What follows belongs to an exercise in optimizing a design on an open flow for small area, a short achievable clock period and few clock cycles per item; a production flow would make more cautious choices. At most, simulation tests tie the RTL to the original design; equivalence was not proved. Only the layout flow was run in run 1; the RTL was not checked for function there. No activity file was given, so power comes from the tool's default toggle rates.

--- design/flow/config.mk ---
export PLATFORM = sky130hd
export DESIGN_NAME = cpu_top
export DESIGN_NICKNAME = cpu_top
export VERILOG_FILES = /design/flow/design.v
export SDC_FILE = /design/flow/constraint.sdc
export NUM_CORES = 4
export LEC_CHECK = 0
export CAP_MARGIN = 20
export CORE_MARGIN = 2
export CORE_UTILIZATION = 40
export PLACE_DENSITY = 0.6
export SLEW_MARGIN = 20
--- design/flow/constraint.sdc ---
create_clock -name core_clock -period 10.0 [get_ports {clk}]
set_input_delay 2.0000 -clock core_clock [delete_from_list [all_inputs] [get_ports {clk}]]
set_output_delay 2.0000 -clock core_clock [all_outputs]
set_load 0.01 [all_outputs]
--- design/flow/design.v ---
`timescale 1ns/10ps
module int_alu (
    input  logic        sub,
    input  logic        arith,
    input  logic [7:0]  sel,
    input  logic [31:0] a,
    input  logic [31:0] b,
    input  logic [4:0]  shamt,
    output logic [31:0] result
);
    logic [32:0] sum;
    logic        lt;
    logic        ltu;
    logic [31:0] sll;
    logic [31:0] srx;
    assign sum   = {1'b0, a} + {1'b0, b} + {32'd0, sub};
    assign ltu   = !sum[32];
    assign lt    = (a[31] ^ !b[31]) ? a[31] : sum[31];
    assign sll   = a << shamt;
    assign srx   = $unsigned($signed({arith && a[31], a}) >>> shamt);
    always_comb begin
        result = ({32{sel[0]}} & sum[31:0])
               | ({32{sel[1]}} & sll)
               | ({32{sel[2]}} & {31'd0, lt})
               | ({32{sel[3]}} & {31'd0, ltu})
               | ({32{sel[4]}} & (a ^ b))
               | ({32{sel[5]}} & srx)
               | ({32{sel[6]}} & (a | b))
               | ({32{sel[7]}} & (a & b));
    end
endmodule
`timescale 1ns/10ps
module int_regfile (
    input  logic        clk,
    input  logic        we,
    input  logic [4:0]  waddr,
    input  logic [31:0] wdata,
    input  logic [4:0]  raddr1,
    input  logic [4:0]  raddr2,
    output logic [31:0] rdata1,
    output logic [31:0] rdata2
);
    logic [31:0] regs [31:1];
    always_ff @(posedge clk) begin
        if (we && (waddr != 5'd0)) begin
            regs[waddr] <= wdata;
        end
    end
    assign rdata1 = (raddr1 == 5'd0) ? 32'd0 : regs[raddr1];
    assign rdata2 = (raddr2 == 5'd0) ? 32'd0 : regs[raddr2];
endmodule
`timescale 1ns/10ps
module inst_decode (
    input  logic [31:0] inst,
    output logic [4:0]  rd,
    output logic [4:0]  rs1,
    output logic [4:0]  rs2,
    output logic [31:0] imm,
    output logic        use_rs1,
    output logic        use_rs2,
    output logic        sub,
    output logic        arith,
    output logic [7:0]  sel,
    output logic        illegal
);
    localparam logic [6:0] OPC_OP     = 7'b0110011;
    localparam logic [6:0] OPC_OP_IMM = 7'b0010011;
    localparam logic [6:0] OPC_LUI    = 7'b0110111;
    logic is_op;
    logic is_imm;
    logic is_lui;
    logic alu;
    assign is_op  = (inst[6:0] == OPC_OP);
    assign is_imm = (inst[6:0] == OPC_OP_IMM);
    assign is_lui = (inst[6:0] == OPC_LUI);
    assign alu    = is_op || is_imm;
    assign rd      = inst[11:7];
    assign rs1     = inst[19:15];
    assign rs2     = inst[24:20];
    assign use_rs1 = alu;
    assign use_rs2 = is_op;
    assign illegal = !(alu || is_lui);
    always_comb begin
        if (is_imm)      imm = {{20{inst[31]}}, inst[31:20]};
        else if (is_lui) imm = {inst[31:12], 12'h000};
        else             imm = 32'd0;
    end
    always_comb begin
        sel = 8'd0;
        if (alu) sel[inst[14:12]] = 1'b1;
        else     sel[0] = 1'b1;
    end
    assign sub   = alu && ((is_op && inst[14:12] == 3'd0 && inst[30]) ||
                           inst[14:12] == 3'd2 || inst[14:12] == 3'd3);
    assign arith = inst[30];
endmodule
`timescale 1ns/10ps
module inst_fetch #(
    parameter logic [31:0] RESET_PC = 32'h0000_1000
) (
    input  logic        clk,
    input  logic        reset,
    output logic [31:0] araddr,
    output logic        arvalid,
    input  logic        arready,
    output logic        rready
);
    logic [31:2] pc;
    always_ff @(posedge clk) begin
        if (reset) begin
            arvalid <= 1'b0;
            pc      <= RESET_PC[31:2];
        end else begin
            arvalid <= 1'b1;
            if (arvalid && arready) begin
                pc <= pc + 30'd1;
            end
        end
    end
    assign araddr = {pc, 2'b00};
    assign rready = 1'b1;
endmodule
`timescale 1ns/10ps
module inst_queue (
    input  logic        clk,
    input  logic        reset,
    input  logic [31:0] rdata,
    input  logic        rvalid,
    output logic        valid,
    output logic [31:0] inst
);
    always_ff @(posedge clk) begin
        if (reset) begin
            valid <= 1'b0;
        end else begin
            valid <= rvalid;
        end
        inst <= rdata;
    end
endmodule
`timescale 1ns/10ps
module exec_stage #(
    parameter logic [31:0] RESET_PC = 32'h0000_1000
) (
    input  logic        clk,
    input  logic        reset,
    input  logic        valid,
    input  logic [31:0] inst,
    output logic        retire_valid,
    output logic [31:0] retire_pc,
    output logic [4:0]  retire_rd,
    output logic [31:0] retire_value,
    output logic        retire_write,
    output logic        retire_illegal
);
    logic [4:0]  dec_rd;
    logic [4:0]  dec_rs1;
    logic [4:0]  dec_rs2;
    logic [31:0] dec_imm;
    logic        dec_use_rs1;
    logic        dec_use_rs2;
    logic        dec_sub;
    logic        dec_arith;
    logic [7:0]  dec_sel;
    logic        dec_illegal;
    logic [31:0] rs1_val;
    logic [31:0] rs2_val;
    logic [31:0] opa;
    logic [31:0] opb;
    logic        x_valid;
    logic        x_we;
    logic [4:0]  x_rd;
    logic        x_illegal;
    logic        x_sub;
    logic        x_arith;
    logic [7:0]  x_sel;
    logic [31:0] x_a;
    logic [31:0] x_b;
    logic [4:0]  x_sh;
    logic        dec_shift;
    logic [31:0] x_result;
    logic [31:2] ret_pc;
    inst_decode u_decode (
        .inst    (inst),
        .rd      (dec_rd),
        .rs1     (dec_rs1),
        .rs2     (dec_rs2),
        .imm     (dec_imm),
        .use_rs1 (dec_use_rs1),
        .use_rs2 (dec_use_rs2),
        .sub     (dec_sub),
        .arith   (dec_arith),
        .sel     (dec_sel),
        .illegal (dec_illegal)
    );
    int_regfile u_regfile (
        .clk    (clk),
        .we     (x_we),
        .waddr  (x_rd),
        .wdata  (x_result),
        .raddr1 (dec_rs1),
        .raddr2 (dec_rs2),
        .rdata1 (rs1_val),
        .rdata2 (rs2_val)
    );
    assign dec_shift = dec_sel[1] || dec_sel[5];
    always_comb begin
        if (!dec_use_rs1)                    opa = 32'd0;
        else if (x_we && x_rd == dec_rs1)    opa = x_result;
        else                                 opa = rs1_val;
        if (!dec_use_rs2)                    opb = dec_imm;
        else if (x_we && x_rd == dec_rs2)    opb = x_result;
        else                                 opb = rs2_val;
    end
    always_ff @(posedge clk) begin
        if (reset) begin
            x_valid <= 1'b0;
            x_we    <= 1'b0;
        end else begin
            x_valid <= valid;
            x_we    <= valid && !dec_illegal && (dec_rd != 5'd0);
        end
        x_rd      <= dec_rd;
        x_illegal <= dec_illegal;
        x_sub     <= dec_sub;
        x_arith   <= dec_arith;
        x_sel     <= dec_sel;
        x_a       <= opa;
        x_b       <= dec_sub ? ~opb : opb;
        x_sh      <= dec_shift ? opb[4:0] : 5'd0;
    end
    int_alu u_alu (
        .sub    (x_sub),
        .arith  (x_arith),
        .sel    (x_sel),
        .a      (x_a),
        .b      (x_b),
        .shamt  (x_sh),
        .result (x_result)
    );
    always_ff @(posedge clk) begin
        if (reset) begin
            retire_valid <= 1'b0;
            ret_pc       <= RESET_PC[31:2] - 30'd1;
        end else begin
            retire_valid <= x_valid;
            if (x_valid) begin
                ret_pc <= ret_pc + 30'd1;
            end
        end
        retire_rd      <= x_rd;
        retire_value   <= x_result;
        retire_write   <= !x_illegal;
        retire_illegal <= x_illegal;
    end
    assign retire_pc = {ret_pc, 2'b00};
endmodule
`timescale 1ns/10ps
module cpu_top #(
    parameter logic [31:0] RESET_PC    = 32'h0000_1000,
    parameter int          QUEUE_DEPTH = 4
) (
    input  logic        clk,
    input  logic        reset,
    output logic [31:0] ar_addr,
    output logic        ar_valid,
    input  logic        ar_ready,
    input  logic [31:0] r_data,
    input  logic        r_valid,
    output logic        r_ready,
    output logic        retire_valid,
    output logic [31:0] retire_pc,
    output logic [4:0]  retire_rd,
    output logic [31:0] retire_value,
    output logic        retire_write,
    output logic        retire_illegal
);
    logic        f_valid;
    logic [31:0] f_inst;
    inst_fetch #(
        .RESET_PC (RESET_PC)
    ) u_fetch (
        .clk     (clk),
        .reset   (reset),
        .araddr  (ar_addr),
        .arvalid (ar_valid),
        .arready (ar_ready),
        .rready  (r_ready)
    );
    inst_queue u_queue (
        .clk    (clk),
        .reset  (reset),
        .rdata  (r_data),
        .rvalid (r_valid),
        .valid  (f_valid),
        .inst   (f_inst)
    );
    exec_stage #(
        .RESET_PC (RESET_PC)
    ) u_exec (
        .clk            (clk),
        .reset          (reset),
        .valid          (f_valid),
        .inst           (f_inst),
        .retire_valid   (retire_valid),
        .retire_pc      (retire_pc),
        .retire_rd      (retire_rd),
        .retire_value   (retire_value),
        .retire_write   (retire_write),
        .retire_illegal (retire_illegal)
    );
endmodule
--- design/flow/flow/run.sh ---
#!/bin/bash
set -euo pipefail
MARGIN=${MARGIN:-6.5}
bash standard.sh SETUP_SLACK_MARGIN=$MARGIN finish > flow_standard.log 2>&1
--- design/flow/standard.sh ---
#!/bin/bash
# synth_recipe.tcl (not shown) runs the flow's synth.tcl, then flattens the netlist and writes it again
# the make line also repeats each setting of config.mk as NAME=value (left out here)
make -C /OpenROAD-flow-scripts/flow DESIGN_CONFIG=/design/flow/config.mk WORK_HOME=/design/flow/orfs CLKGATE_MAP_FILE= SYNTH_SCRIPT=/design/flow/synth_recipe.tcl "${@:-finish}"
==> flow_summary.ini, run 1 <==
[synthesis]
yosysTopAreaCellShare_pct = 49.14
yosysTopAreaCell = edfxtp_1
synth-seq-cells = 1213
yosysSeqAreaShare_pct = 56.43
synth_warnings = 6
synth.area.top_cells = edfxtp_1 (49%), mux4_2 (21%), dfxtp_1 (7.3%), mux2i_1 (3.8%), nor2_1 (1.8%)
synth-edff-count = 992
ys_types = 81
async_reset_ff_share_pct = 0
synth.avg_cell_area_um2 = 15.39
synthCells = 3938
synth_area_um2 = 60620
synth-main-ff-cell = edfxtp_1

[clock_tree]
holdBufCountCts = 0
clockBufferDepth = 3
numCtsBuffers = 137
cts.htree.levels = 4
cts.clk_slew.worst_paths_ns = 0.06
insertion_delay_ns = 0.78
cts_tree = done
clock-sinks = 1213
root_buffer = clkbuf_16

[placement]
place.gp.congestion = 0.9822
portBuffers = 136
hpwl_um = 120000

[routing]
detail-route-antenna-nets = 0
drt_iter0_drc = 6063
dr.pass1.iters = 7
drcViolationCount = 0
vias = 40510
wl_per_cell_um = 33.73
routed_wl_um = 212400
via_per_inst = 6.434

[power_and_ir_drop]
p_per_area_nw_per_um2 = 157.2
p_leak_uw = 0.02368
irDropWorstVdd_mv = 0.1751

[timing]
fmax_ghz = 0.2375
clock_skew_ns = 0.03360
fin_setup_tns_ns = 0
tightest_slew_ns = 1.200
drv_slew = 0
slew_headroom_pct = 19.93
finalHoldViolCount = 0
period_share_pct = 42.10
timing.final.crit_period_ns = 4.210
setup_viol = 0
rsz0062_at_grt = yes

[hold_path]
hold_start = u_queue.inst[9]
hold_depth = 0
hold_class = register to register
min_to = u_exec.x_rd[2]

[worst_setup_path]
slowest_stage = dfxtp_4
crit_buf_inv = 2
worst-setup-path-type = register to register
crit_fanout = 7
rr_startpoint = u_exec.x_b[10]
path_common_cell = o21ai_1
worstSetupEndpointType = register
start_kind = register
max_stage_delay_ns = 0.39
crit_chain = inv_1 > ha_4 > nand2_2 > nor4_2 > o21ai_1 > and3_4 > a2111oi_4 > o21ai_1 > a21oi_1 > o21a_1 > nor2_4 > fa_2 > a222oi_1 > o211ai_1 > a31oi_1 > nand4_1 > buf_12 > a211o_1 > nor2b_1
required_ns = 10.62
crit_family = compound AO/OA/AOI/OAI gates
cp.arrival_ns = 4.83
reg2reg_slack_ns = 5.79
worst_r2r_endpoint = u_exec.x_sh[0]
rr_worst_depth = 19

[finish]
drive_above_1_share_pct = 32.49
fillers = 12750
final_common_cell = edfxtp_1
nets = 4277
layout.core_utilization_pct = 47.97
layout_common_cells = edfxtp_1 (992), mux4_2 (576), nor2_1 (264)
syn_to_final_growth_pct = 18.79

[grt]
track_usage_pct = 26.70
antenna_found_initial = 5
grt_max_degree = 70
grt_pass1_vias = 39190
grt_first_pass_wirelength_um = 296400
grt-ovfl-total = 0

[floorplan]
rows = 142
die_h_um = 393.3
start_util_pct = 40.38
io_pins = 142
core_um2 = 150100
die_area_um2 = 154700
die_w_um = 393.3

[job]
drv_cap = 0

[outcome]
outcome = timing/DRC/antenna clean
==> Yosys cell counts (7+ instances only) <==
cell         n
or3_1       22
o22ai_1     16
mux2i_1    228
nand3_1     43
mux2_2      34
buf_4       28
a22oi_1     18
nor2b_1     24
xor2_1      35
nor3_1      42
nor2_1     293
o2bb2ai_1    8
o221ai_1    23
o21a_1      10
nand4_1     22
dfxtp_1    221
nor3b_1      8
a211oi_1    34
a21o_1      22
xnor2_1     60
a221o_1     11
edfxtp_1   992
inv_1      102
nor4_1       7
nand2b_1    16
or2_2       10
ha_1        72
o2111ai_1   10
mux4_2     576
a21oi_1    206
o21ai_0    113
a31oi_1     16
o211ai_1    20
a221oi_1    26
nand2_1    177
buf_2       75
buf_1       45
nand3b_1     8
and3_1      15
clkbuf_1   144
and4_1       8
==> cell families (layout without fill, tap and decap cells) <==
family | Yosys count | in the layout | synth area share [%]
XOR/XNOR | 95 | 95 | 1.372
flip-flops | 1213 | 1213 | 56.43
other | 2 | 7 | 0.01239
adder cells (fa/ha/maj) | 75 | 75 | 1.585
AND/OR/NAND/NOR | 706 | 710 | 5.261
multiplexers | 843 | 843 | 26.01
AO/OA/AOI/OAI | 602 | 602 | 6.425
buffers and inverters | 402 | 735 | 2.900
==> per-stage QoR <==
step / power [µW] / setup WS (ns) / hold WS, ns / area [µm²] / cells
finish: 11320 / 5.790 / 0.3423 / 72010 / 6296
CTS: 11370 / 5.755 / 0.3500 / 70970 / 6237
global route: 11620 / 5.557 / 0.3495 / 72010 / 6294
floorplan: 6057 / 5.689 / 0.3227 / 60930 / 3941
global placement: 6304 / 5.342 / 0.3287 / 64560 / 5902
detailed placement: 6307 / 5.335 / 0.3328 / 64580 / 5903
==> state kept, by name, summed over array words and instances (netlist names), 5 cells and up <==
name                   flops
u_exec.ret_pc             30
u_exec.retire_rd           5
u_exec.retire_value       32
u_exec.u_regfile.regs    992
u_exec.x_a                32
u_exec.x_b                32
u_exec.x_rd                5
u_exec.x_sel               8
u_exec.x_sh                5
u_fetch.pc                30
u_queue.inst              32
==> worst register-to-register path, cell delays in order, from the launching register on <==
cell,delay [ns]
dfxtp_4,0.39
inv_1,0.09
ha_4,0.31
nand2_2,0.08
nor4_2,0.25
o21ai_1,0.09
and3_4,0.20
a2111oi_4,0.34
o21ai_1,0.10
a21oi_1,0.14
o21a_1,0.19
nor2_4,0.06
fa_2,0.33
a222oi_1,0.28
o211ai_1,0.13
a31oi_1,0.20
nand4_1,0.22
buf_12,0.22
a211o_1,0.31
nor2b_1,0.13
==> power breakdown <==
part	internal [µW]	switching [µW]
registers	5430	42.1
clock network	2910	2140
logic	362	441
==> per-layer routing <==
| layer | global-route usage (%) | up-vias | wire [µm] |
|---|---|---|---|
| met3 | 5.632 | 447 | 23100 |
| li1 | - | 16360 | - |
| met5 | 0 | - | 13 |
| met1 | 37.33 | 21240 | 83580 |
| met2 | 41.10 | 2456 | 96990 |
| met4 | 9.979 | 2 | 8670 |
==> repair_timing <==
item | in CTS | in global routing
endpoints found under the setup margin | 1104 | 530
buffers inserted | 67 | 46
gates resized for setup | 432 | 115
pin swaps | 30 | 39
cloned | 16 | 11
==> how the worst max path moves through the flow <==
stage	start	endpoint	cells past startpoint
3_5_place_dp	u_exec.x_a[22]	u_exec.x_sh[0]	19
4_1_cts	u_exec.x_b[11]	u_exec.u_regfile.regs[27][0]	19
5_1_grt	u_exec.x_b[4]	u_exec.x_sh[0]	19
6_report	u_exec.x_b[10]	u_exec.x_sh[0]	19
3_3_place_gp	u_exec.x_b[10]	u_exec.u_regfile.regs[22][21]	10
2_1_floorplan	u_exec.x_a[8]	u_exec.x_sh[0]	20
==> final cells by class <==
| type | count | area [µm²] | area share (%) |
|---|---|---|---|
| clock inverter | 63 | 656.9 | 0.9122 |
| inverter | 103 | 430.4 | 0.5977 |
| clock buffer | 188 | 3855 | 5.353 |
| timing repair inverter | 7 | 62.56 | 0.08687 |
| tap | 2016 | 2522 | 3.503 |
| sequential | 1213 | 34430 | 47.81 |
| antenna | 2 | 5.005 | 0.006950 |
| multi-input combinational | 2330 | 26000 | 36.11 |
| timing repair buffer | 374 | 4048 | 5.621 |
==> inputs of run 2 (changes only) <==
--- a/design/flow/design.v
+++ b/design/flow/design.v
@@ -7,5 +7,5 @@
     input  logic [31:0] b,
-    input  logic [4:0]  shamt,
     output logic [31:0] result
 );
+    logic [31:0] bx;
     logic [32:0] sum;
@@ -13,7 +13,10 @@
     logic        ltu;
+    logic [4:0]  shamt;
     logic [31:0] sll;
     logic [31:0] srx;
-    assign sum   = {1'b0, a} + {1'b0, b} + {32'd0, sub};
+    assign bx    = sub ? ~b : b;
+    assign sum   = {1'b0, a} + {1'b0, bx} + {32'd0, sub};
     assign ltu   = !sum[32];
-    assign lt    = (a[31] ^ !b[31]) ? a[31] : sum[31];
+    assign lt    = (a[31] ^ b[31]) ? a[31] : sum[31];
+    assign shamt = b[4:0];
     assign sll   = a << shamt;
@@ -178,4 +181,2 @@
     logic [31:0] x_b;
-    logic [4:0]  x_sh;
-    logic        dec_shift;
     logic [31:0] x_result;
@@ -205,3 +206,2 @@
     );
-    assign dec_shift = dec_sel[1] || dec_sel[5];
     always_comb begin
@@ -228,4 +228,3 @@
         x_a       <= opa;
-        x_b       <= dec_sub ? ~opb : opb;
-        x_sh      <= dec_shift ? opb[4:0] : 5'd0;
+        x_b       <= opb;
     end
@@ -237,3 +236,2 @@
         .b      (x_b),
-        .shamt  (x_sh),
         .result (x_result)
==> design/flow/run.sh (new file) <==
#!/bin/bash
# synth_recipe.tcl (not shown) runs the flow's synth.tcl, then flattens the netlist and writes it again
# the make line also repeats each setting of config.mk as NAME=value (left out here)
make -C /OpenROAD-flow-scripts/flow DESIGN_CONFIG=/design/flow/config.mk WORK_HOME=/design/flow/orfs CLKGATE_MAP_FILE= SYNTH_SCRIPT=/design/flow/synth_recipe.tcl finish
removed: design/flow/flow/run.sh
removed: design/flow/standard.sh
==> flow_summary.ini, run 2 <==
[outcome]
outcome = timing/DRC/antenna clean

[finish]
syn_to_final_growth_pct = 13.38
drive_above_1_share_pct = 23.96
largest_register_ffs = 992
nets = 4105
top_register = u_exec.u_regfile.regs
final_common_cell = edfxtp_1
layout_common_cells = edfxtp_1 (992), mux4_2 (565), mux2i_1 (213)
fillers = 12960

[placement]
place.gp.congestion = 0.9884
portBuffers = 136
hpwl_um = 118100

[power_and_ir_drop]
switching_share_pct = 22.47
irDropWorstVdd_mv = 0.1692
combPwrFrac_pct = 6.2
p_seq_share_pct = 49.3
p_per_area_nw_per_um2 = 162.6
power.internal_uw = 8595
p_clk_share_pct = 44.4
p_leak_uw = 0.02262
switchingPower_uw = 2491

[timing]
rsz0062_at_grt = no
setup_viol = 0
finalHoldViolCount = 0
clock_skew_ns = 0.03027
tightest_slew_ns = 1.093
slew_headroom_pct = 27.16
whs_ns = 0.3418
fin_setup_tns_ns = 0
fmax_ghz = 0.1986
timing.final.crit_period_ns = 5.036
period_share_pct = 50.36
drv_slew = 0

[worst_setup_path]
rr_startpoint = u_exec.x_b[0]
slowest_stage = dfxtp_4
crit_chain = mux2i_1 > inv_1 > fa_1 > a211oi_1 > o211ai_1 > a221oi_1 > o211ai_1 > nand2_1 > xnor2_1 > a211oi_1 > inv_1
worstSetupEndpointType = register
worst_r2r_endpoint = u_exec.u_regfile.regs[1][18]
crit_family = compound AO/OA/AOI/OAI gates
reg2reg_slack_ns = 4.96
worst-setup-path-type = register to register
required_ns = 10.34
start_kind = register
startpoint = u_exec.x_b[0]
crit_fanout = 36
cp.arrival_ns = 5.38
crit_buf_inv = 2
rr_worst_depth = 11
max_stage_delay_ns = 0.68

[floorplan]
die_area_um2 = 153400
die_h_um = 391.7
io_pins = 142
start_util_pct = 40.20
die_w_um = 391.7
rows = 142
core_um2 = 149600

[clock_tree]
post_cts_buffers = 0
cts.htree.levels = 4
cts-resized-gates = 0
cts.clk_slew.worst_paths_ns = 0.06
clockBufferDepth = 3
insertion_delay_ns = 0.79
holdBufCountCts = 0
clock-sinks = 1208
numCtsBuffers = 134
cts_tree = done
root_buffer = clkbuf_16

[synthesis]
yosysTopAreaCellShare_pct = 49.54
synth.avg_cell_area_um2 = 15.54
synth_warnings = 6
ys_types = 83
synth-seq-cells = 1208
ys_top_cells_by_count = edfxtp_1 (992), mux4_2 (565), nor2_1 (229)
synthCells = 3869
yosysSeqAreaShare_pct = 56.73
yosysTopAreaCell = edfxtp_1
yosysMostFrequentCell = edfxtp_1
synth.area.top_cells = edfxtp_1 (50%), mux4_2 (21%), dfxtp_1 (7.2%), mux2i_1 (3.5%), ha_1 (2.1%)
async_reset_ff_share_pct = 0
synth_area_um2 = 60130
synth-main-ff-cell = edfxtp_1
synth-edff-count = 992

[grt]
grt_max_degree = 98
antenna_found_initial = 6
track_usage_pct = 25.64
grt_pass1_vias = 37530
grt_first_pass_wirelength_um = 277500
grt-ovfl-total = 0

[routing]
wl_per_cell_um = 32.43
via_per_inst = 6.240
detail-route-antenna-nets = 0
routed_wl_um = 197500
drcViolationCount = 0
dr.pass1.iters = 6
drt_iter0_drc = 4864
vias = 38000

[hold_path]
hold_depth = 0
hold_start = u_queue.inst[10]
min_to = u_exec.x_rd[3]
hold_class = register to register

[job]
drv_cap = 0
[run 2: cell families after synthesis]
| family | count (synthesis) | share of synthesized area (%) |
|---|---|---|
| simple gates | 631 | 4.738 |
| flops | 1208 | 56.73 |
| buf+inv | 386 | 2.819 |
| compound gates | 604 | 6.313 |
| other cells | 2 | 0.01249 |
| mux | 821 | 25.56 |
| fa+ha+maj | 104 | 2.176 |
| xor+xnor | 113 | 1.646 |
[run 2: cell type report]
type / instances / area (µm²) / area share (%)
clock inverters: 62 / 548.0 / 0.8039
clock buffers: 182 / 3814 / 5.594
multi-input cells: 2278 / 24570 / 36.04
flip-flops and latches: 1208 / 34160 / 50.10
well taps: 2016 / 2522 / 3.700
repair buffers: 233 / 2147 / 3.149
diodes: 1 / 2.502 / 0.003671
inverters: 110 / 412.9 / 0.6056
[run 2: how the worst max path moves through the flow]
stage | to | slack [ns] | depth (start not counted)
floorplan | u_exec.u_regfile.regs[10][15] | 5.67 | 13
global placement | u_exec.u_regfile.regs[22][19] | 4.69 | 11
detailed placement | u_exec.u_regfile.regs[5][18] | 5.08 | 11
CTS | u_exec.u_regfile.regs[7][18] | 5.06 | 11
global route | u_exec.u_regfile.regs[1][18] | 4.71 | 11
finish | u_exec.u_regfile.regs[1][18] | 4.96 | 11
[run 2: stage by stage]
step / worst slack (ns) / cell area [µm²] / total power [µW] / std cells / utilization (%)
6_report: 4.964 / 68170 / 11090 / 6090 / 45.57
5_1_grt: 4.712 / 68170 / 11400 / 6089 / 45.57
4_1_cts: 5.058 / 68160 / 11170 / 6089 / 45.56
3_5_place_dp: 5.079 / 63800 / 6264 / 5845 / 42.65
3_3_place_gp: 4.693 / 63780 / 6262 / 5844 / 42.64
2_1_floorplan: 5.674 / 60140 / 6031 / 3872 / -
[run 2: power groups by stage]
stage / clock (µW) / sequential (µW) / combinational, µW
after detailed placement: 0 / 5570 / 689
after floorplan: 0 / 5530 / 496
after global routing: 5200 / 5470 / 729
final: 4930 / 5470 / 691
after CTS: 5020 / 5470 / 691
after global placement: 0 / 5570 / 687
[run 2: metal layers]
metal / track usage, % / vias up / part of all wire, %
li1: - / 15790 / -
met1: 35.29 / 19760 / 41
met2: 39.59 / 2077 / 46
met3: 6.484 / 371 / 9.8
met4: 8.972 / 6 / 3.4
met5: 0 / - / 0.020
Testbench counts of run 2, summed over its fixed seeds: cycles 11,280, insts 8,000.
==> inputs of run 3 (changes only) <==
--- a/design/flow/design.v
+++ b/design/flow/design.v
@@ -7,5 +7,5 @@
     input  logic [31:0] b,
+    input  logic [4:0]  shamt,
     output logic [31:0] result
 );
-    logic [31:0] bx;
     logic [32:0] sum;
@@ -13,10 +13,24 @@
     logic        ltu;
-    logic [4:0]  shamt;
     logic [31:0] sll;
     logic [31:0] srx;
-    assign bx    = sub ? ~b : b;
-    assign sum   = {1'b0, a} + {1'b0, bx} + {32'd0, sub};
+    logic [31:0] g [6];
+    logic [31:0] p [6];
+    logic [32:0] c;
+    assign g[0] = (a & b) | {31'd0, (a[0] ^ b[0]) & sub};
+    assign p[0] = a ^ b;
+    for (genvar l = 0; l < 5; l++) begin : g_lvl
+        for (genvar i = 0; i < 32; i++) begin : g_bit
+            if (i >= (1 << l)) begin : g_merge
+                assign g[l+1][i] = g[l][i] | (p[l][i] & g[l][i - (1 << l)]);
+                assign p[l+1][i] = p[l][i] & p[l][i - (1 << l)];
+            end else begin : g_pass
+                assign g[l+1][i] = g[l][i];
+                assign p[l+1][i] = p[l][i];
+            end
+        end
+    end
+    assign c   = {g[5], sub};
+    assign sum = {c[32], p[0] ^ c[31:0]};
     assign ltu   = !sum[32];
-    assign lt    = (a[31] ^ b[31]) ? a[31] : sum[31];
-    assign shamt = b[4:0];
+    assign lt    = (a[31] ^ !b[31]) ? a[31] : sum[31];
     assign sll   = a << shamt;
@@ -107,4 +121,3 @@
     output logic        arvalid,
-    input  logic        arready,
-    output logic        rready
+    input  logic        arready
 );
@@ -123,3 +136,2 @@
     assign araddr = {pc, 2'b00};
-    assign rready = 1'b1;
 endmodule
@@ -131,2 +143,4 @@
     input  logic        rvalid,
+    output logic        rready,
+    input  logic        go,
     output logic        valid,
@@ -134,9 +148,39 @@
 );
+    localparam logic [6:0] OPC_OP     = 7'b0110011;
+    localparam logic [6:0] OPC_OP_IMM = 7'b0010011;
+    localparam logic [6:0] OPC_LUI    = 7'b0110111;
+    logic [31:0] q1;
+    logic        v1;
+    logic        take;
+    logic        free;
+    logic        q0_wr;
+    logic        q1_dep;
+    assign take = rvalid && rready;
+    assign free = go || !valid;
+    assign q0_wr  = (inst[6:0] == OPC_OP || inst[6:0] == OPC_OP_IMM ||
+                     inst[6:0] == OPC_LUI) && (inst[11:7] != 5'd0);
+    assign q1_dep = q0_wr &&
+                    (((q1[6:0] == OPC_OP || q1[6:0] == OPC_OP_IMM) &&
+                      q1[19:15] == inst[11:7]) ||
+                     (q1[6:0] == OPC_OP && q1[24:20] == inst[11:7]));
     always_ff @(posedge clk) begin
         if (reset) begin
-            valid <= 1'b0;
+            valid  <= 1'b0;
+            v1     <= 1'b0;
+            rready <= 1'b0;
         end else begin
-            valid <= rvalid;
+            if (free) begin
+                valid <= v1 || take;
+                v1    <= v1 && take;
+            end else begin
+                v1    <= v1 || take;
+            end
+            rready <= !(go && v1 && take && q1_dep);
+        end
+        if (free) begin
+            inst <= v1 ? q1 : rdata;
+        end
+        if (free || !v1) begin
+            q1 <= rdata;
         end
-        inst <= rdata;
     end
@@ -151,2 +195,3 @@
     input  logic [31:0] inst,
+    output logic        go,
     output logic        retire_valid,
@@ -168,5 +213,7 @@
     logic        dec_illegal;
+    logic        byp1;
+    logic        byp2;
+    logic [31:0] opa;
     logic [31:0] rs1_val;
     logic [31:0] rs2_val;
-    logic [31:0] opa;
     logic [31:0] opb;
@@ -181,3 +228,5 @@
     logic [31:0] x_b;
+    logic [4:0]  x_sh;
     logic [31:0] x_result;
+    logic        w_we;
     logic [31:2] ret_pc;
@@ -198,5 +247,5 @@
         .clk    (clk),
-        .we     (x_we),
-        .waddr  (x_rd),
-        .wdata  (x_result),
+        .we     (w_we),
+        .waddr  (retire_rd),
+        .wdata  (retire_value),
         .raddr1 (dec_rs1),
@@ -206,10 +255,10 @@
     );
-    always_comb begin
-        if (!dec_use_rs1)                    opa = 32'd0;
-        else if (x_we && x_rd == dec_rs1)    opa = x_result;
-        else                                 opa = rs1_val;
-        if (!dec_use_rs2)                    opb = dec_imm;
-        else if (x_we && x_rd == dec_rs2)    opb = x_result;
-        else                                 opb = rs2_val;
-    end
+    assign byp1 = w_we && (retire_rd == dec_rs1);
+    assign byp2 = w_we && (retire_rd == dec_rs2);
+    assign opa  = ({32{dec_use_rs1 && !byp1}} & rs1_val) |
+                  ({32{dec_use_rs1 &&  byp1}} & retire_value);
+    assign opb  = ({32{dec_use_rs2 && !byp2}} & rs2_val) |
+                  ({32{dec_use_rs2 &&  byp2}} & retire_value) | dec_imm;
+    assign go = valid && !(x_we && ((dec_use_rs1 && x_rd == dec_rs1) ||
+                                    (dec_use_rs2 && x_rd == dec_rs2)));
     always_ff @(posedge clk) begin
@@ -219,4 +268,4 @@
         end else begin
-            x_valid <= valid;
-            x_we    <= valid && !dec_illegal && (dec_rd != 5'd0);
+            x_valid <= go;
+            x_we    <= go && !dec_illegal && (dec_rd != 5'd0);
         end
@@ -228,3 +277,4 @@
         x_a       <= opa;
-        x_b       <= opb;
+        x_b       <= dec_sub ? ~opb : opb;
+        x_sh      <= opb[4:0];
     end
@@ -236,2 +286,3 @@
         .b      (x_b),
+        .shamt  (x_sh),
         .result (x_result)
@@ -241,2 +292,3 @@
             retire_valid <= 1'b0;
+            w_we         <= 1'b0;
             ret_pc       <= RESET_PC[31:2] - 30'd1;
@@ -244,2 +296,3 @@
             retire_valid <= x_valid;
+            w_we         <= x_we;
             if (x_valid) begin
@@ -277,2 +330,3 @@
     logic [31:0] f_inst;
+    logic        f_go;
     inst_fetch #(
@@ -284,4 +338,3 @@
         .arvalid (ar_valid),
-        .arready (ar_ready),
-        .rready  (r_ready)
+        .arready (ar_ready)
     );
@@ -292,2 +345,4 @@
         .rvalid (r_valid),
+        .rready (r_ready),
+        .go     (f_go),
         .valid  (f_valid),
@@ -302,2 +357,3 @@
         .inst           (f_inst),
+        .go             (f_go),
         .retire_valid   (retire_valid),
==> design/flow/flow/run.sh (new file) <==
#!/bin/bash
set -euo pipefail
bash standard.sh "BUFFER_PORTS_ARGS=-buffer_cell sky130_fd_sc_hd__buf_4" \
    SETUP_SLACK_MARGIN=6.5 TNS_END_PERCENT=5 finish > flow_standard.log 2>&1
==> design/flow/standard.sh (new file) <==
#!/bin/bash
# synth_recipe.tcl (not shown) runs the flow's synth.tcl, then flattens the netlist and writes it again
# the make line also repeats each setting of config.mk as NAME=value (left out here)
make -C /OpenROAD-flow-scripts/flow DESIGN_CONFIG=/design/flow/config.mk WORK_HOME=/design/flow/orfs CLKGATE_MAP_FILE= SYNTH_SCRIPT=/design/flow/synth_recipe.tcl "${@:-finish}"
removed: design/flow/run.sh
==> flow_summary.ini, run 3 <==
[worst_setup_path]
crit_buf_inv = 2
slowest_stage = dfxtp_1
reg2reg_slack_ns = 6.41
crit_chain = clkbuf_8 > buf_4
worst-setup-path-type = register to output pin
crit_family = buffers and inverters
worstSetupEndpointType = output pin
crit_fanout = 34
worst_r2r_endpoint = u_exec.x_a[5]
max_stage_delay_ns = 0.32
required_ns = 8.00
start_kind = register
rr_worst_depth = 8
cp.arrival_ns = 1.65

[grt]
grt_pass1_vias = 37600
track_usage_pct = 24.42
antenna_found_initial = 5
grt_max_degree = 124
grt-ovfl-total = 0
grt_first_pass_wirelength_um = 275400

[power_and_ir_drop]
p_leak_uw = 0.02357
p_clk_share_pct = 44.3
p_per_area_nw_per_um2 = 163.5
combPwrFrac_pct = 5.8
switchingPower_uw = 2589
irDropWorstVdd_mv = 0.1172
power.internal_uw = 8901
p_seq_share_pct = 49.9
switching_share_pct = 22.53

[floorplan]
core_um2 = 153700
die_area_um2 = 157500
io_pins = 142
die_h_um = 396.9
die_w_um = 396.9
start_util_pct = 40.17
rows = 144

[synthesis]
synthCells = 3817
synth.area.top_cells = edfxtp_1 (51%), mux4_2 (22%), dfxtp_1 (6.5%), mux2i_1 (3.2%), ha_1 (1.5%)
synth.avg_cell_area_um2 = 16.18
yosysSeqAreaShare_pct = 57.91
synth_area_um2 = 61740
yosysMostFrequentCell = edfxtp_1
yosysTopAreaCellShare_pct = 51.36
synth_warnings = 8
synth-edff-count = 1056
ys_top_cells_by_count = edfxtp_1 (1056), mux4_2 (611), nor2_1 (205)
async_reset_ff_share_pct = 0
synth-seq-cells = 1258
ys_types = 63
synth-main-ff-cell = edfxtp_1
yosysTopAreaCell = edfxtp_1

[routing]
routed_wl_um = 194300
wl_per_cell_um = 31.90
dr.pass1.iters = 5
detail-route-antenna-nets = 0
drcViolationCount = 0
drt_iter0_drc = 5281
via_per_inst = 6.318
vias = 38490

[finish]
fillers = 13180
drive_above_1_share_pct = 30.72
antenna_cells = 0
syn_to_final_growth_pct = 13.84
multi_input_area_um2 = 24740
top_register = u_exec.u_regfile.regs
nets = 4043
largest_register_ffs = 992
register_area_um2 = 35850
layout_common_cells = edfxtp_1 (1056), mux4_2 (611), buf_4 (215)
final_common_cell = edfxtp_1

[timing]
fin_setup_tns_ns = 0
period_share_pct = 36.49
clock_skew_ns = 0.02654
rsz0062_at_grt = yes
setup_viol = 0
whs_ns = 0.3679
slew_headroom_pct = 17.52
fmax_ghz = 0.2740
timing.final.crit_period_ns = 3.649
tightest_slew_ns = 1.236
drv_slew = 0
finalHoldViolCount = 0

[hold_path]
hold_start = u_exec.x_illegal
hold_depth = 0
hold_class = register to register
min_to = u_exec.retire_illegal

[clock_tree]
insertion_delay_ns = 0.80
cts.clk_slew.worst_paths_ns = 0.06
cts.htree.levels = 4
numCtsBuffers = 139
root_buffer = clkbuf_16
clock-sinks = 1258
cts_tree = done
clockBufferDepth = 3

[placement]
hpwl_um = 111200
place.gp.congestion = 0.9785
portBuffers = 137

[outcome]
outcome = timing/DRC/antenna clean

[job]
drv_cap = 0
run 3: worst max path at each step:
stage,start,depth (start not counted),end
2_1_floorplan,u_exec.retire_rd[1],3,u_exec.u_regfile.regs[7][0]
3_5_place_dp,register,6,u_exec.x_b[4]
5_1_grt,u_exec.x_a[23],13,u_exec.retire_value[0]
6_report,u_exec.retire_value[20],2,retire_value[20]
4_1_cts,u_exec.retire_value[17],2,retire_value[17]
3_3_place_gp,register,6,u_exec.x_b[4]
run 3: layout make-up:
type / instances / share of cell area, %
flip-flops and latches: 1258 / 51.01
clock inverters: 74 / 1.027
repair buffers: 262 / 3.268
inverters: 91 / 0.4860
well taps: 2044 / 3.639
clock buffers: 184 / 5.369
multi-input cells: 2180 / 35.20
run 3: kinds of logic after synthesis:
kind of cell             share of synthesized area (%)
adder cells (fa/ha/maj)                          1.573
XOR/XNOR                                         1.759
AND/OR/NAND/NOR                                  4.015
other                                         0.006074
flip-flops                                       57.91
buffers and inverters                            2.531
multiplexers                                     26.60
AO/OA/AOI/OAI                                    5.609
run 3: per-stage QoR:
step	setup WS, ns	total power, µW	instances	cell area (µm²)	utilization (%)
after global routing	6.300	11800	6093	70290	45.73
after CTS	6.318	11570	6088	70110	45.62
after global placement	5.722	6499	5826	65320	42.50
after detailed placement	5.750	6501	5826	65320	42.50
final	6.351	11490	6093	70290	45.73
after floorplan	6.427	6284	3820	61750	-
run 3: worst reg2reg max path, cell delays in order, from the launching register on:
cell and delay, ns:
dfxtp_4 0.68, buf_6 0.60, buf_8 0.56, nor2_1 0.18
a211oi_1 0.25, a211oi_1 0.08, a211oi_1 0.51, a21oi_1 0.07
o21ai_0 0.51
run 3: routing by layer:
metal	global-route usage, %	part of all wire [%]	wire, µm	vias up
li1	-	-	-	15740
met1	34.21	41	79740	20490
met3	5.408	9.3	18140	374
met5	0	0	0	-
met2	37.53	46	89100	1891
met4	8.664	3.8	7355	0
run 3: what timing repair did:
action	CTS	global route
endpoints found under the hold margin	0	0
pin swaps	0	2
hold buffers	0	0
resized for setup	74	30
gates cloned	1	1
setup endpoints to repair	117	85
buffers inserted	3	3
run 3: power by group through the flow:
stage | clock network [µW] | registers, µW | logic, µW
detailed placement | 0 | 5850 | 649
global route | 5350 | 5740 | 709
CTS | 5160 | 5740 | 667
floorplan | 0 | 5800 | 479
global placement | 0 | 5850 | 647
finish | 5080 | 5740 | 669
Testbench counts of run 3, summed over its fixed seeds: cycles 11,485, insts 8,000.
==> inputs of run 4 (changes only) <==
--- a/design/flow/design.v
+++ b/design/flow/design.v
@@ -65,4 +65,19 @@
     end
-    assign rdata1 = (raddr1 == 5'd0) ? 32'd0 : regs[raddr1];
-    assign rdata2 = (raddr2 == 5'd0) ? 32'd0 : regs[raddr2];
+    logic [31:0] file [32];
+    logic [31:0] grp1 [8];
+    logic [31:0] grp2 [8];
+    always_comb begin
+        file[0] = 32'd0;
+        for (int i = 1; i < 32; i++) begin
+            file[i] = regs[i];
+        end
+        rdata1 = 32'd0;
+        rdata2 = 32'd0;
+        for (int g = 0; g < 8; g++) begin
+            grp1[g] = file[4 * g + 32'(raddr1[1:0])];
+            grp2[g] = file[4 * g + 32'(raddr2[1:0])];
+            rdata1  = rdata1 | ({32{raddr1[4:2] == 3'(g)}} & grp1[g]);
+            rdata2  = rdata2 | ({32{raddr2[4:2] == 3'(g)}} & grp2[g]);
+        end
+    end
 endmodule
==> design/flow/flow/run.sh (replaced) <==
#!/bin/bash
set -euo pipefail
bash standard.sh "BUFFER_PORTS_ARGS=-buffer_cell sky130_fd_sc_hd__buf_4" \
    SETUP_SLACK_MARGIN=6.9 finish > flow_standard.log 2>&1
--- a/design/flow/config.mk
+++ b/design/flow/config.mk
@@ -9,4 +9,7 @@
 export CORE_MARGIN = 2
-export CORE_UTILIZATION = 40
-export PLACE_DENSITY = 0.6
+export CORE_UTILIZATION = 70
+export CTS_CLUSTER_DIAMETER = 100
+export CTS_CLUSTER_SIZE = 20
+export PLACE_DENSITY = 0.8
 export SLEW_MARGIN = 20
+export TNS_END_PERCENT = 5
==> flow_summary.ini, run 4 <==
[outcome]
outcome = timing/DRC/antenna clean

[worst_setup_path]
slowest_stage = edfxtp_1
cp.arrival_ns = 4.01
start_kind = register
crit_family = simple AND/OR/NAND/NOR gates
required_ns = 10.52
crit_chain = and3b_4 > buf_4 > a22oi_1 > and4_1 > o21ai_0
worst-setup-path-type = register to register
max_stage_delay_ns = 0.92
crit_fanout = 21
worstSetupEndpointType = register
crit_buf_inv = 1

[routing]
detail-route-antenna-nets = 0
drt_iter0_drc = 9924
routed_wl_um = 230100
vias = 45020
drcViolationCount = 0
via_per_inst = 8.500
wl_per_cell_um = 43.44
dr.pass1.iters = 12

[floorplan]
die_w_um = 298.5
rows = 108
die_area_um2 = 89130
die_h_um = 298.5
start_util_pct = 70.33
io_pins = 142
core_um2 = 86350

[timing]
setup_viol = 0
finalHoldViolCount = 0
period_share_pct = 34.89
setup_ws_ns = 6.511
clock_skew_ns = 0.03522
drv_slew = 0
slew_headroom_pct = 16.06
rsz0062_at_grt = yes
fin_setup_tns_ns = 0
timing.final.crit_period_ns = 3.489
fmax_ghz = 0.2866
tightest_slew_ns = 1.246

[clock_tree]
insertion_delay_ns = 0.71
clock-sinks = 1248
cts.clk_slew.worst_paths_ns = 0.09
cts_tree = done
clockBufferDepth = 3
numCtsBuffers = 73
holdBufCountCts = 0
root_buffer = clkbuf_16
cts.htree.levels = 3

[grt]
grtUsageMet2_pct = 71.53
globalRouteMet3Util_pct = 24.78
grt_pass1_vias = 43440
grt-ovfl-total = 0
met1_usage_pct = 61.96
grt_max_degree = 88
antenna_found_initial = 17
track_usage_pct = 50.38
grt_first_pass_wirelength_um = 313400
grt-busiest-layer = met2

[synthesis]
yosysSeqAreaShare_pct = 58.55
synth-main-ff-cell = edfxtp_1
synth-seq-cells = 1248
yosysMostFrequentCell = edfxtp_1
ys_top_cells_by_count = edfxtp_1 (1056), mux4_2 (508), nor2_1 (269)
yosysTopAreaCell = edfxtp_1
yosysTopAreaCellShare_pct = 52.22
synth_warnings = 11
ys_types = 74
async_reset_ff_share_pct = 0
synth.avg_cell_area_um2 = 15.50
synth_area_um2 = 60730
synthCells = 3918
synth-edff-count = 1056
synth.area.top_cells = edfxtp_1 (52%), mux4_2 (19%), dfxtp_1 (6.3%), a22oi_1 (3.1%), mux2_2 (2.0%)

[finish]
nets = 4189
postLayoutCellArea_um2 = 68110
largest_register_ffs = 992
final_cells = 5296
register_area_um2 = 35760
layout_common_cells = edfxtp_1 (1056), mux4_2 (508), buf_4 (275)
syn_to_final_growth_pct = 12.16
final_common_cell = edfxtp_1
multi_input_area_um2 = 24080
drive_above_1_share_pct = 30.70
fillers = 4526
top_register = u_exec.u_regfile.regs

[placement]
portBuffers = 137
dpl-instance-area_um2 = 63220
place_inst = 5026
hpwl_um = 116900
dp_slack_ns = 5.925
place.gp.congestion = 1.028

[power_and_ir_drop]
irDropWorstVdd_mv = 0.1720
p_leak_uw = 0.02290
p_per_area_nw_per_um2 = 141.3

[job]
drv_cap = 0

[hold_path]
hold_class = register to register
run 4: through the flow:
step / total power [µW] / hold slack [ns] / utilization (%)
5_1_grt: 9747 / 0.3886 / 78.85
3_5_place_dp: 6389 / 0.3674 / 73.21
4_1_cts: 9485 / 0.3750 / 78.07
6_report: 9627 / 0.3732 / 78.88
2_1_floorplan: 6171 / 0.3308 / -
3_3_place_gp: 6377 / 0.3507 / 73.21
run 4: power by group:
part	total, µW	internal [µW]	switching (µW)	leakage (µW)
combinational	767	319	448	0.0102
sequential	5630	5600	35.5	0.0116
clock	3230	1420	1810	0.00103
total	9630	7340	2290	0.0229
run 4: worst paths after layout:
kind                    startpoint                    end  slack [ns]  cells after the start
setup reg to reg  u_queue.inst[19]          u_exec.x_a[0]        6.51                      5
setup / recovery  u_queue.inst[19]          u_exec.x_a[0]        6.51                      5
hold / removal    u_exec.x_illegal  u_exec.retire_illegal        0.37                      0
hold reg to reg   u_exec.x_illegal  u_exec.retire_illegal        0.37                      0
run 4: layout make-up:
| type | count | share of cell area, % |
|---|---|---|
| Antenna cell | 11 | 0.04041 |
| Clock buffer | 117 | 2.956 |
| Clock inverter | 10 | 0.2425 |
| Sequential cell | 1248 | 52.50 |
| Multi-Input combinational cell | 2246 | 35.35 |
| Inverter | 127 | 0.6999 |
| Tap cell | 1155 | 2.122 |
| Timing Repair Buffer | 382 | 6.091 |
run 4: worst reg2reg max path, stage by stage, from the launching register on:
cell	delay (ns)
edfxtp_1	0.92
and3b_4	0.73
buf_4	0.61
a22oi_1	0.18
and4_1	0.32
o21ai_0	0.56
run 4: kinds of logic (layout without fill, tap and decap cells):
family	Yosys count	count (layout)	share of synthesized area [%]
compound gates	716	716	8.038
xor+xnor	130	130	1.875
fa+ha+maj	76	76	1.599
buf+inv	427	636	2.928
flops	1248	1248	58.55
mux	675	675	21.81
other cells	1	15	0.006175
simple gates	645	645	5.196
run 4: layer usage:
metal,up-vias,wire [µm]
li1,16170,-
met4,16,21100
met5,-,343
met1,21760,66700
met2,5539,96670
met3,1535,45260
run 4: what timing repair did:
item                                    4_1_cts  5_1_grt
pin swaps                                     7       16
cloned                                       21        7
buffers inserted                             75       29
resized for setup                           206       96
endpoints found under the setup margin      213      221
Testbench counts of run 4, summed over its fixed seeds: cycles 11,485, insts 8,000.
==> inputs of run 5 (changes only) <==
--- a/design/flow/config.mk
+++ b/design/flow/config.mk
@@ -9,6 +9,6 @@
 export CORE_MARGIN = 2
-export CORE_UTILIZATION = 70
+export CORE_UTILIZATION = 60
 export CTS_CLUSTER_DIAMETER = 100
 export CTS_CLUSTER_SIZE = 20
-export PLACE_DENSITY = 0.8
+export PLACE_DENSITY = 0.72
 export SLEW_MARGIN = 20
==> flow_summary.ini, run 5 <==
[routing]
wl_per_cell_um = 37.94
via_per_inst = 7.657
vias = 41450
drcViolationCount = 0
drt_iter0_drc = 7307
dr.pass1.iters = 9
routed_wl_um = 205400
detail-route-antenna-nets = 0

[power_and_ir_drop]
switchingPower_uw = 2184
combPwrFrac_pct = 7.6
p_per_area_nw_per_um2 = 140.5
p_seq_share_pct = 58.7
switching_share_pct = 22.78
p_clk_share_pct = 33.7
p_leak_uw = 0.02286
irDropWorstVdd_mv = 0.1160
power.internal_uw = 7404

[placement]
hpwl_um = 110000
portBuffers = 137
place.gp.congestion = 0.9651

[synthesis]
ys_top_cells_by_count = edfxtp_1 (1056), mux4_2 (508), nor2_1 (269)
yosysTopAreaCell = edfxtp_1
yosysSeqAreaShare_pct = 58.55
ys_types = 74
yosysMostFrequentCell = edfxtp_1
synth-edff-count = 1056
async_reset_ff_share_pct = 0
synth_area_um2 = 60730
synth-main-ff-cell = edfxtp_1
synthCells = 3918
synth-seq-cells = 1248
synth.avg_cell_area_um2 = 15.50
yosysTopAreaCellShare_pct = 52.22
synth_warnings = 11
synth.area.top_cells = edfxtp_1 (52%), mux4_2 (19%), dfxtp_1 (6.3%), a22oi_1 (3.1%), mux2_2 (2.0%)

[floorplan]
rows = 116
die_w_um = 322.1
start_util_pct = 60.64
die_h_um = 322.1
core_um2 = 100100
io_pins = 142
die_area_um2 = 103800

[worst_setup_path]
max_stage_delay_ns = 0.38
crit_chain = buf_12 > buf_8
required_ns = 8.00
rr_startpoint = u_queue.inst[22]
worstSetupEndpointType = output pin
reg2reg_slack_ns = 6.70
worst-setup-path-type = register to output pin
rr_worst_depth = 8
slowest_stage = dfxtp_4
crit_fanout = 2
start_kind = register
worst_r2r_endpoint = u_exec.x_b[3]
cp.arrival_ns = 1.34
crit_buf_inv = 2
crit_family = flip-flops

[finish]
top_register = u_exec.u_regfile.regs
layout.core_utilization_pct = 68.16
nets = 4177
layout_common_cells = edfxtp_1 (1056), mux4_2 (508), buf_4 (268)
syn_to_final_growth_pct = 12.40
drive_above_1_share_pct = 30.10
final_common_cell = edfxtp_1
largest_register_ffs = 992

[clock_tree]
clock-sinks = 1248
cts_tree = done
root_buffer = clkbuf_16
insertion_delay_ns = 0.69
cts.htree.levels = 3
numCtsBuffers = 74
clockBufferDepth = 3
cts.clk_slew.worst_paths_ns = 0.09

[timing]
clock_skew_ns = 0.02829
tightest_slew_ns = 1.062
finalHoldViolCount = 0
setup_viol = 0
timing.final.crit_period_ns = 3.339
fmax_ghz = 0.2995
period_share_pct = 33.39
slew_headroom_pct = 29.04
drv_slew = 0
fin_setup_tns_ns = 0
rsz0062_at_grt = yes

[grt]
globalRouteMet3Util_pct = 14.92
antenna_found_initial = 16
track_usage_pct = 39.17
grt_pass1_vias = 39630
grt_first_pass_wirelength_um = 285700
grtUsageMet2_pct = 57.35
grt-busiest-layer = met2
met1_usage_pct = 51.40
grt_max_degree = 100
grt-ovfl-total = 0

[hold_path]
hold_start = u_exec.x_illegal
hold_class = register to register
min_to = u_exec.retire_illegal
hold_depth = 0

[outcome]
outcome = timing/DRC/antenna clean

[job]
drv_cap = 0
-- run 5: cell families after synthesis --
logic type      synth area share, %
other cells                0.006175
mux                           21.81
fa+ha+maj                     1.599
flops                         58.55
buf+inv                       2.928
compound gates                8.038
xor+xnor                      1.875
simple gates                  5.196
-- run 5: worst reg2reg max path: stages, from the launching register on --
cell and delay (ns):
edfxtp_1 0.33, buf_4 0.28, nor3b_4 0.64, buf_6 0.55, a22o_1 0.30, a211oi_1 0.06
a31oi_1 0.67, a221o_1 0.25, xor2_1 0.08
-- run 5: timing repair --
action	4_1_cts	5_1_grt
pin swaps	16	4
gates cloned	27	6
buffers inserted	66	9
endpoints found under the setup margin	232	293
endpoints found under the hold margin	0	0
hold buffers	0	0
gates resized for setup	259	47
-- run 5: area by class of cell --
cell class | count | area, µm²
sequential | 1248 | 35760
fill | 6685 | 31890
multi-input combinational | 2246 | 24050
timing repair buffer | 369 | 4139
clock buffer | 115 | 2069
tap | 1298 | 1624
inverter | 127 | 479.2
clock inverter | 8 | 135.1
antenna | 2 | 5.005
-- run 5: how the worst max path moves through the flow --
stage,cells after the start,slack [ns],endpoint,from
3_3_place_gp,9,5.80,u_exec.x_b[4],u_queue.inst[20]
6_report,2,6.66,retire_value[24],u_exec.retire_value[24]
2_1_floorplan,8,6.55,u_fetch.pc[29],ar_ready
5_1_grt,2,6.65,retire_value[21],u_exec.retire_value[21]
4_1_cts,2,6.66,retire_value[24],u_exec.retire_value[24]
3_5_place_dp,9,5.72,u_exec.x_b[4],u_queue.inst[20]
-- run 5: power groups by stage --
stage,Combinational (µW),Clock [µW],Sequential [µW]
final,732,3230,5630
after global routing,752,3420,5630
after CTS,690,3230,5630
after detailed placement,636,0,5760
after global placement,631,0,5760
after floorplan,417,0,5750
-- run 5: metrics by stage --
step           hold WS (ns)  total power [µW]  std cells  area (µm²)  setup WS (ns)
2_1_floorplan        0.3308              6171       3921       60780          6.550
6_report             0.3641              9589       5413       68260          6.661
3_5_place_dp         0.3572              6393       5180       63470          5.723
3_3_place_gp         0.3500              6387       5180       63470          5.798
5_1_grt              0.3810              9798       5411       68250          6.653
4_1_cts              0.3675              9548       5396       67930          6.662
-- run 5: routing by layer --
layer / up-vias / part of all wire, %
li1: 16150 / -
met1: 20870 / 33
met2: 3704 / 44
met3: 705 / 17
met4: 16 / 6.1
met5: - / 0.049
==> inputs of run 6 (changes only) <==
==> design/flow/flow/run.sh (replaced) <==
#!/bin/bash
set -euo pipefail
bash standard.sh "BUFFER_PORTS_ARGS=-buffer_cell sky130_fd_sc_hd__buf_2" \
    SETUP_SLACK_MARGIN=6.9 finish > flow_standard.log 2>&1
==> flow_summary.ini, run 6 <==
[outcome]
outcome = timing/DRC/antenna clean

[finish]
final_common_cell = edfxtp_1
multi_input_area_um2 = 24000
nets = 4185
fillers = 6675
top_register = u_exec.u_regfile.regs
layout_common_cells = edfxtp_1 (1056), mux4_2 (508), a22oi_1 (248)
layout.core_utilization_pct = 67.92
syn_to_final_growth_pct = 12.01
drive_above_1_share_pct = 30.12
final_cells = 5435
largest_register_ffs = 992
register_area_um2 = 35750
postLayoutCellArea_um2 = 68020

[clock_tree]
root_buffer = clkbuf_16
numCtsBuffers = 73
clockBufferDepth = 3
cts_tree = done
clock-sinks = 1248
cts.clk_slew.worst_paths_ns = 0.09
cts.htree.levels = 3
insertion_delay_ns = 0.69

[routing]
detail-route-antenna-nets = 0
via_per_inst = 7.669
routed_wl_um = 206000
drt_iter0_drc = 7802
drcViolationCount = 0
dr.pass1.iters = 8
wl_per_cell_um = 37.90
vias = 41680

[worst_setup_path]
worst-setup-path-type = register to register
crit_fanout = 24
worstSetupEndpointType = register
required_ns = 10.54
start_kind = register
cp.arrival_ns = 4.01

[timing]
timing.final.crit_period_ns = 3.471
period_share_pct = 34.71
fmax_ghz = 0.2881
tightest_slew_ns = 1.152
slew_headroom_pct = 23.20
rsz0062_at_grt = yes
setup_viol = 0
finalHoldViolCount = 0
fin_setup_tns_ns = 0
drv_slew = 0
clock_skew_ns = 0.04292

[synthesis]
synth_area_um2 = 60730
yosysTopAreaCell = edfxtp_1
synth.avg_cell_area_um2 = 15.50
yosysTopAreaCellShare_pct = 52.22
async_reset_ff_share_pct = 0
yosysMostFrequentCell = edfxtp_1
synthCells = 3918
ys_types = 74
synth_warnings = 11
synth-main-ff-cell = edfxtp_1
synth-seq-cells = 1248
synth-edff-count = 1056
yosysSeqAreaShare_pct = 58.55
synth.area.top_cells = edfxtp_1 (52%), mux4_2 (19%), dfxtp_1 (6.3%), a22oi_1 (3.1%), mux2_2 (2.0%)
ys_top_cells_by_count = edfxtp_1 (1056), mux4_2 (508), nor2_1 (269)

[floorplan]
die_h_um = 322.1
die_area_um2 = 103800
start_util_pct = 60.64
core_um2 = 100100
rows = 116
die_w_um = 322.1
io_pins = 142

[power_and_ir_drop]
p_per_area_nw_per_um2 = 140.2
total_power_uw = 9533
switchingPower_uw = 2186
p_clk_share_pct = 33.4
switching_share_pct = 22.93
irDropWorstVdd_mv = 0.1286
power.internal_uw = 7347
p_leak_uw = 0.02287
combPwrFrac_pct = 7.5
p_seq_share_pct = 59.1

[grt]
grt-ovfl-total = 0
track_usage_pct = 39.66
antenna_found_initial = 15
grt_pass1_vias = 39690
grt_max_degree = 73
grt_first_pass_wirelength_um = 288000

[placement]
hpwl_um = 108900
dpl-instance-area_um2 = 63070
portBuffers = 137
place.gp.congestion = 1.019
place_inst = 5173

[job]
drv_cap = 0

[hold_path]
hold_class = register to register
-- run 6: critical path, cell delays in order, from the launching register on --
cell and delay (ns):
edfxtp_1 0.74, nor2_4 0.60, buf_4 0.67, a22o_1 0.26, a211oi_1 0.06, a31oi_1 0.60
a221o_1 0.26, xor2_1 0.08
-- run 6: power by group through the flow --
stage	clock network [µW]	registers, µW	logic [µW]
finish	3190	5630	715
global route	3350	5630	734
CTS	3190	5630	692
detailed placement	0	5760	608
global placement	0	5760	605
floorplan	0	5750	417
-- run 6: kinds of logic after synthesis --
kind of cell,share of synthesized area (%)
adder cells (fa/ha/maj),1.599
AO/OA/AOI/OAI,8.038
AND/OR/NAND/NOR,5.196
XOR/XNOR,1.875
multiplexers,21.81
flip-flops,58.55
buffers and inverters,2.928
other,0.006175
-- run 6: worst paths after layout --
kind,startpoint,end,slack [ns],cells after the start
min,u_exec.x_illegal,u_exec.retire_illegal,0.36,0
max,u_queue.inst[24],u_exec.x_b[1],6.53,7
min reg2reg,u_exec.x_illegal,u_exec.retire_illegal,0.36,0
max reg2reg,u_queue.inst[24],u_exec.x_b[1],6.53,7
-- run 6: layout make-up --
| cell class | instances | share of cell area (%) |
|---|---|---|
| clock inverters | 11 | 0.1711 |
| diodes | 3 | 0.01104 |
| well taps | 1298 | 2.388 |
| repair buffers | 378 | 5.835 |
| clock buffers | 124 | 3.044 |
| flip-flops and latches | 1248 | 52.56 |
| multi-input cells | 2246 | 35.28 |
| inverters | 127 | 0.7100 |
-- run 6: metrics by stage --
stage	setup slack [ns]	hold WS, ns
2_1_floorplan	6.550	0.3308
3_3_place_gp	5.638	0.3339
3_5_place_dp	5.659	0.3435
4_1_cts	6.658	0.3590
5_1_grt	6.548	0.3654
6_report	6.529	0.3597
-- run 6: repair_timing --
item / CTS / global route
endpoints found under the setup margin: 326 / 364
resized for setup: 258 / 43
cloned: 31 / 0
buffers inserted: 84 / 9
hold buffers: 0 / 0
pin swaps: 9 / 4
endpoints found under the hold margin: 0 / 0
-- run 6: layer usage --
metal | share of wire (%) | track usage, % | routed length, µm | vias up
met5 | 0.063 | 0 | 130 | -
met3 | 17 | 14.42 | 34990 | 728
met2 | 44 | 57.43 | 89990 | 3892
li1 | - | - | - | 16180
met4 | 5.6 | 19.11 | 11490 | 18
met1 | 34 | 53.78 | 69390 | 20870
==> inputs of run 7 (changes only) <==
==> design/flow/flow/run.sh (replaced) <==
#!/bin/bash
set -euo pipefail
bash standard.sh "BUFFER_PORTS_ARGS=-buffer_cell sky130_fd_sc_hd__buf_4" \
    SETUP_SLACK_MARGIN=7.1 finish > flow_standard.log 2>&1
==> flow_summary.ini, run 7 <==
[synthesis]
synth.area.top_cells = edfxtp_1 (52%), mux4_2 (19%), dfxtp_1 (6.3%), a22oi_1 (3.1%), mux2_2 (2.0%)
synth-seq-cells = 1248
synthCells = 3918
synth_area_um2 = 60730
synth-edff-count = 1056
ys_types = 74
yosysTopAreaCell = edfxtp_1
synth.avg_cell_area_um2 = 15.50
yosysSeqAreaShare_pct = 58.55
async_reset_ff_share_pct = 0
synth_warnings = 11
yosysMostFrequentCell = edfxtp_1
yosysTopAreaCellShare_pct = 52.22
synth-main-ff-cell = edfxtp_1
ys_top_cells_by_count = edfxtp_1 (1056), mux4_2 (508), nor2_1 (269)

[worst_setup_path]
worst-setup-path-type = register to output pin
slowest_stage = dfxtp_4
required_ns = 8.00
start_kind = register
worstSetupEndpointType = output pin
crit_family = flip-flops
rr_startpoint = u_queue.inst[21]
cp.arrival_ns = 1.34
crit_fanout = 2
crit_buf_inv = 2
crit_chain = buf_12 > buf_8
rr_worst_depth = 8
reg2reg_slack_ns = 6.68
max_stage_delay_ns = 0.38
worst_r2r_endpoint = u_exec.x_b[5]

[clock_tree]
numCtsBuffers = 72
insertion_delay_ns = 0.69
clockBufferDepth = 3
clock-sinks = 1248
holdBufCountCts = 0
cts.htree.levels = 3
cts_tree = done
root_buffer = clkbuf_16
cts.clk_slew.worst_paths_ns = 0.09

[routing]
wl_per_cell_um = 39.09
detail-route-antenna-nets = 0
drt_iter0_drc = 7939
vias = 42450
dr.pass1.iters = 8
via_per_inst = 7.775
routed_wl_um = 213500
drcViolationCount = 0

[timing]
timing.final.crit_period_ns = 3.341
period_share_pct = 33.41
finalHoldViolCount = 0
tightest_slew_ns = 1.082
rsz0062_at_grt = yes
fmax_ghz = 0.2994
setup_ws_ns = 6.659
slew_headroom_pct = 27.85
fin_setup_tns_ns = 0
setup_viol = 0
drv_slew = 0
clock_skew_ns = 0.04039

[floorplan]
start_util_pct = 60.64
core_um2 = 100100
io_pins = 142
rows = 116
die_h_um = 322.1
die_w_um = 322.1
die_area_um2 = 103800

[finish]
fillers = 6608
drive_above_1_share_pct = 31.19
layout.core_utilization_pct = 68.63
nets = 4217
top_register = u_exec.u_regfile.regs
syn_to_final_growth_pct = 13.17
largest_register_ffs = 992
layout_common_cells = edfxtp_1 (1056), mux4_2 (508), buf_4 (291)
final_common_cell = edfxtp_1

[hold_path]
min_to = u_exec.retire_illegal
hold_start = u_exec.x_illegal
hold_depth = 0
hold_class = register to register

[grt]
track_usage_pct = 41.12
grt_pass1_vias = 40410
antenna_found_initial = 15
grt_max_degree = 80
grt-ovfl-total = 0
grt_first_pass_wirelength_um = 297500

[placement]
hpwl_um = 116400
place.gp.congestion = 0.9730
portBuffers = 137
dp_slack_ns = 5.799

[power_and_ir_drop]
p_leak_uw = 0.02316
irDropWorstVdd_mv = 0.1461
p_per_area_nw_per_um2 = 138.4

[outcome]
outcome = timing/DRC/antenna clean

[job]
drv_cap = 0
-- run 7: area by class of cell --
class                   instances  area (µm²)  area share, %
flip-flops and latches       1248       35780          52.06
multi-input cells            2246       24090          35.06
repair buffers                411        4647          6.762
clock buffers                 121        2049          2.982
well taps                    1298        1624          2.363
inverters                     127       479.2         0.6973
clock inverters                 5       42.54        0.06190
diodes                          4       10.01        0.01456
-- run 7: kinds of logic after synthesis --
family,after synthesis,share of synthesized area [%]
flip-flops,1248,58.55
buffers and inverters,427,2.928
XOR/XNOR,130,1.875
AND/OR/NAND/NOR,645,5.196
AO/OA/AOI/OAI,716,8.038
other,1,0.006175
adder cells (fa/ha/maj),76,1.599
multiplexers,675,21.81
-- run 7: worst max-delay path by stage --
stage | from | endpoint | slack (ns) | depth (start not counted)
floorplan | ar_ready | u_fetch.pc[29] | 6.55 | 8
global placement | u_queue.inst[20] | u_exec.x_b[5] | 5.79 | 8
detailed placement | u_queue.inst[20] | u_exec.x_b[5] | 5.80 | 8
CTS | u_exec.retire_value[24] | retire_value[24] | 6.65 | 2
global route | u_exec.retire_value[26] | retire_value[26] | 6.65 | 2
finish | u_exec.retire_value[26] | retire_value[26] | 6.66 | 2
-- run 7: power breakdown --
group	switching [µW]	internal [µW]
clock network	1720	1410
registers	36.0	5590
logic	423	326
total	2170	7330
-- run 7: layer usage --
layer  GRT usage [%]  share of wire (%)  vias to the layer above
li1                -                  -                    16250
met1           53.15                 33                    21220
met2           59.73                 43                     4071
met3           16.36                 17                      901
met4           22.76                6.6                       16
met5           1.528               0.15                        -
-- run 7: through the flow --
| step | area (µm²) | instances | power, µW | hold slack (ns) |
|---|---|---|---|---|
| after floorplan | 60820 | 3921 | 6171 | 0.3308 |
| after global placement | 63520 | 5180 | 6392 | 0.3344 |
| after global routing | 68720 | 5456 | 9705 | 0.3640 |
| after detailed placement | 63520 | 5180 | 6394 | 0.3392 |
| final | 68730 | 5460 | 9508 | 0.3568 |
| after CTS | 68370 | 5432 | 9470 | 0.3556 |
-- run 7: repair_timing --
action / in CTS / in global routing
setup buffers: 94 / 22
cloned: 32 / 2
resized for setup: 275 / 42
pin swaps: 18 / 8
endpoints found under the setup margin: 590 / 501

[separate check: timing with driven ports]
The flow's constraints put no driver on any port. The routed layouts listed below were extracted and timed again, unchanged, in two steps. Step 1 assumes that a clkbuf_16 drives the clock port and a buf_2 every other input. Step 2 also shifts input and output timing later by t, the mid clock arrival at the registers, as if the neighbouring blocks saw the same clock. Three values: no drivers, after step 1, after step 2; two values: the first two.
run | shift t [ns] | slack for setup (ns) | clock arrival spread, ns
run 1 | 0.841 | 5.790 / 5.790 / 5.790 | 0.036 / 0.035
run 2 | 0.846 | 4.964 / 4.964 / 4.964 | 0.032 / 0.032
run 3 | 0.876 | 6.351 / 6.264 / 6.052 | 0.030 / 0.030
run 4 | 0.769 | 6.511 / 6.511 / 6.132 | 0.036 / 0.036
run 5 | 0.745 | 6.661 / 6.592 / 6.231 | 0.035 / 0.034
run 6 | 0.742 | 6.529 / 6.529 / 6.195 | 0.049 / 0.050
run 7 | 0.744 | 6.659 / 6.591 / 6.225 | 0.045 / 0.045
After both steps setup and hold are still met in every run listed. The setup slack of run 7, which loses most, moves by -0.068 ns with the drivers and by -0.434 ns with both steps.
